Background: an optimization exercise with open tools, aiming at small area. Do not read the settings as production practice. Function was checked by simulation only, so behaviour that the tests miss may differ from the original.

## job 104
==> flow/design.v (excerpt) <==
module up_processor_set_pipelinemult1 (
  input  logic         clk,
  input  logic         reset,
  input  logic [3:0]   etapos,
  input  logic [19:0]  del_in_package,
  input  logic [319:0] wt_package,
  input  logic [19:0]  bias_package,
  input  logic [319:0] act_in_package,
  output logic [319:0] wt_UP_package,
  output logic [19:0]  bias_UP_package
);
Size: about 12000 cells after synthesis, about 1000 I/O pins, ~110000 sq um of cells after synthesis.
Settings: LEC_CHECK=0, CAP_MARGIN=20, CORE_MARGIN=2, CORE_UTILIZATION=45, PLACE_DENSITY=0.55, SLEW_MARGIN=20, SYNTH_HIERARCHICAL=1; clock period 14.0 ns.
standard.sh (not shown) runs the stock make flow with config.mk's settings and CLKGATE_MAP_FILE= SYNTH_SCRIPT=/design/flow/synth_recipe.tcl, a recipe that flattens the netlist after the stock synthesis.
==> flow/flow/run.sh <==
#!/bin/bash
# The standard layout, except that the port buffers placed before global
# placement are sky130_fd_sc_hd__buf_1 cells, and clock tree synthesis uses
# sky130_fd_sc_hd__clkbuf_8 buffers without dummy loads.
set -euo pipefail
export BUFFER_PORTS_ARGS="-buffer_cell sky130_fd_sc_hd__buf_1"
export CTS_ARGS="-sink_clustering_enable -repair_clock_nets -buf_list sky130_fd_sc_hd__clkbuf_8 -dont_use_dummy_load"
bash standard.sh finish > standard_flow.log 2>&1
Input-level comparison between job 103 and job 104:
--- a/flow/design.v
+++ b/flow/design.v
@@ -86,14 +86,14 @@
       always_comb begin
         if (r > 12'sd511)       y = 10'h1FF;
         else if (r < -12'sd512) y = 10'h200;
         else                    y = r[9:0];
       end
       always_ff @(posedge clk) begin
-        q1 <= y;
-        q2 <= kill ? '0 : q1;
+        if (reset) begin q1 <= '0; q2 <= '0; end
+        else begin q1 <= y; q2 <= q1; end
       end
       assign bias_UP_package[10*gi +: 10] = q2;
     end
   endgenerate
 endmodule
 module wlane1 (
@@ -114,13 +114,14 @@
   wire K = 1'b0;
   wire e0 = a[0] & ~a[1];
   wire e1 = ~a[0] & a[1];
   wire e2 = a[0] & a[1];
   wire e0n = ~a[0] | a[1];
   wire e1n = a[0] | ~a[1];
-  wire p3h = ~(e0n | m1n[0]);
+  wire p3h;
+  oai22 u_p3h (e0n, m1n[0], e1n, m2n[0], p3h);
   wire p3 = ~((e2 & m3[0]) | p3h);
   wire p4h;
   oai22 u_p4h (e0n, m1n[1], e1n, m2n[1], p4h);
   wire p4 = ~((e2 & m3[1]) | p4h);
   wire p5h;
   oai22 u_p5h (e0n, m1n[2], e1n, m2n[2], p5h);
@@ -155,13 +156,14 @@
   wire p15 = ~p14;
   wire e16 = a[2] & ~a[3];
   wire e17 = ~a[2] & a[3];
   wire e18 = a[2] & a[3];
   wire e16n = ~a[2] | a[3];
   wire e17n = a[2] | ~a[3];
-  wire p19h = ~(e16n | m1n[0]);
+  wire p19h;
+  oai22 u_p19h (e16n, m1n[0], e17n, m2n[0], p19h);
   wire p19 = ~((e18 & m3[0]) | p19h);
   wire p20h;
   oai22 u_p20h (e16n, m1n[1], e17n, m2n[1], p20h);
   wire p20 = ~((e18 & m3[1]) | p20h);
   wire p21h;
   oai22 u_p21h (e16n, m1n[2], e17n, m2n[2], p21h);
@@ -196,13 +198,14 @@
   wire p31 = ~p30;
   wire e32 = a[4] & ~a[5];
   wire e33 = ~a[4] & a[5];
   wire e34 = a[4] & a[5];
   wire e32n = ~a[4] | a[5];
   wire e33n = a[4] | ~a[5];
-  wire p35h = ~(e32n | m1n[0]);
+  wire p35h;
+  oai22 u_p35h (e32n, m1n[0], e33n, m2n[0], p35h);
   wire p35 = ~((e34 & m3[0]) | p35h);
   wire p36h;
   oai22 u_p36h (e32n, m1n[1], e33n, m2n[1], p36h);
   wire p36 = ~((e34 & m3[1]) | p36h);
   wire p37h;
   oai22 u_p37h (e32n, m1n[2], e33n, m2n[2], p37h);
@@ -237,13 +240,14 @@
   wire p47 = ~p46;
   wire e48 = a[6] & ~a[7];
   wire e49 = ~a[6] & a[7];
   wire e50 = a[6] & a[7];
   wire e48n = ~a[6] | a[7];
   wire e49n = a[6] | ~a[7];
-  wire p51h = ~(e48n | m1n[0]);
+  wire p51h;
+  oai22 u_p51h (e48n, m1n[0], e49n, m2n[0], p51h);
   wire p51 = ~((e50 & m3[0]) | p51h);
   wire p52h;
   oai22 u_p52h (e48n, m1n[1], e49n, m2n[1], p52h);
   wire p52 = ~((e50 & m3[1]) | p52h);
   wire p53h;
   oai22 u_p53h (e48n, m1n[2], e49n, m2n[2], p53h);
@@ -278,13 +282,14 @@
   wire p63 = ~p62;
   wire e64 = a[8] & ~a[9];
   wire e65 = ~a[8] & a[9];
   wire e66 = a[8] & a[9];
   wire e64n = ~a[8] | a[9];
   wire e65n = a[8] | ~a[9];
-  wire p67h = ~(e64n | m1n[0]);
+  wire p67h;
+  oai22 u_p67h (e64n, m1n[0], e65n, n2n[0], p67h);
   wire p67 = ~((e66 & n1[0]) | p67h);
   wire p68h;
   oai22 u_p68h (e64n, m1n[1], e65n, n2n[1], p68h);
   wire p68 = ~((e66 & n1[1]) | p68h);
   wire p69h;
   oai22 u_p69h (e64n, m1n[2], e65n, n2n[2], p69h);
==> comparison <==
- The number of instances in the synthesized netlist number comes out lower for job 103 vs job 104.
- Between job 103 and job 104, it is job 103 whose total placed cells including tap cells is lower, by about 1.8%.
- Comparing job 103 and job 104, buffer count excluding the clock tree in the final layout is higher on job 104.
- Worst setup timing slack at the placement stage in job 103 is 0.15 ns above job 104.
- Summary: with job 104 as the reference, worst supply voltage drop on vdd in job 103 moved up slightly.
- Row footprint of the multi-input gates: job 103 higher / job 104 lower
- The clock latency of the later-clocked register in the worst-skew pair of job 103 is lower than that of job 104.
- Cmp job 103 vs job 104: final critical-path setup slack higher in job 103
- The count of clock-buffer cells in the layout number comes out lower for job 104 vs job 103.
- Job 103 vs job 104 — maximum frequency climbed slightly
- Job 103 vs job 104: average size of a mapped cell up
- Diff job 104 -> job 103: first-pass GRT wire length has decreased; area after synthesis grew by about 1.3%.

separate check: timing with driven ports:
Ports are ideal in the flow. The routed layouts listed here were re-timed in OpenROAD.
Step 1 sets driving cells, clkbuf_16 on the clock port and buf_2 on the other inputs (assumed; they add their load-dependent delay and slew).
Step 2 adds t to the input delays and takes it off the output delays; t is the mean of the earliest and latest rising clock arrival at the registers after step 1. Input paths then give back, and output paths get back, about the clock's delay inside the block.
a / b / c = ideal / step 1 / step 2; a / b = the first two.
| run | shift t [ns] | setup WS [ns] | worst slew at a driven data input, ns | cell pins on the clock port's net |
|---|---|---|---|---|
| job 104 | 1.078 | 0.895 / 0.866 / -0.212 | 0.26 | 1 |
| job 103 | 0.981 | 1.068 / 1.094 / 0.113 | 0.26 | 1 |
Met with ideal ports but missed after step 2: setup timing in job 104. For job 104, which loses most, drivers alone change the setup slack by -0.029 ns; drivers and shift together by -1.107 ns.
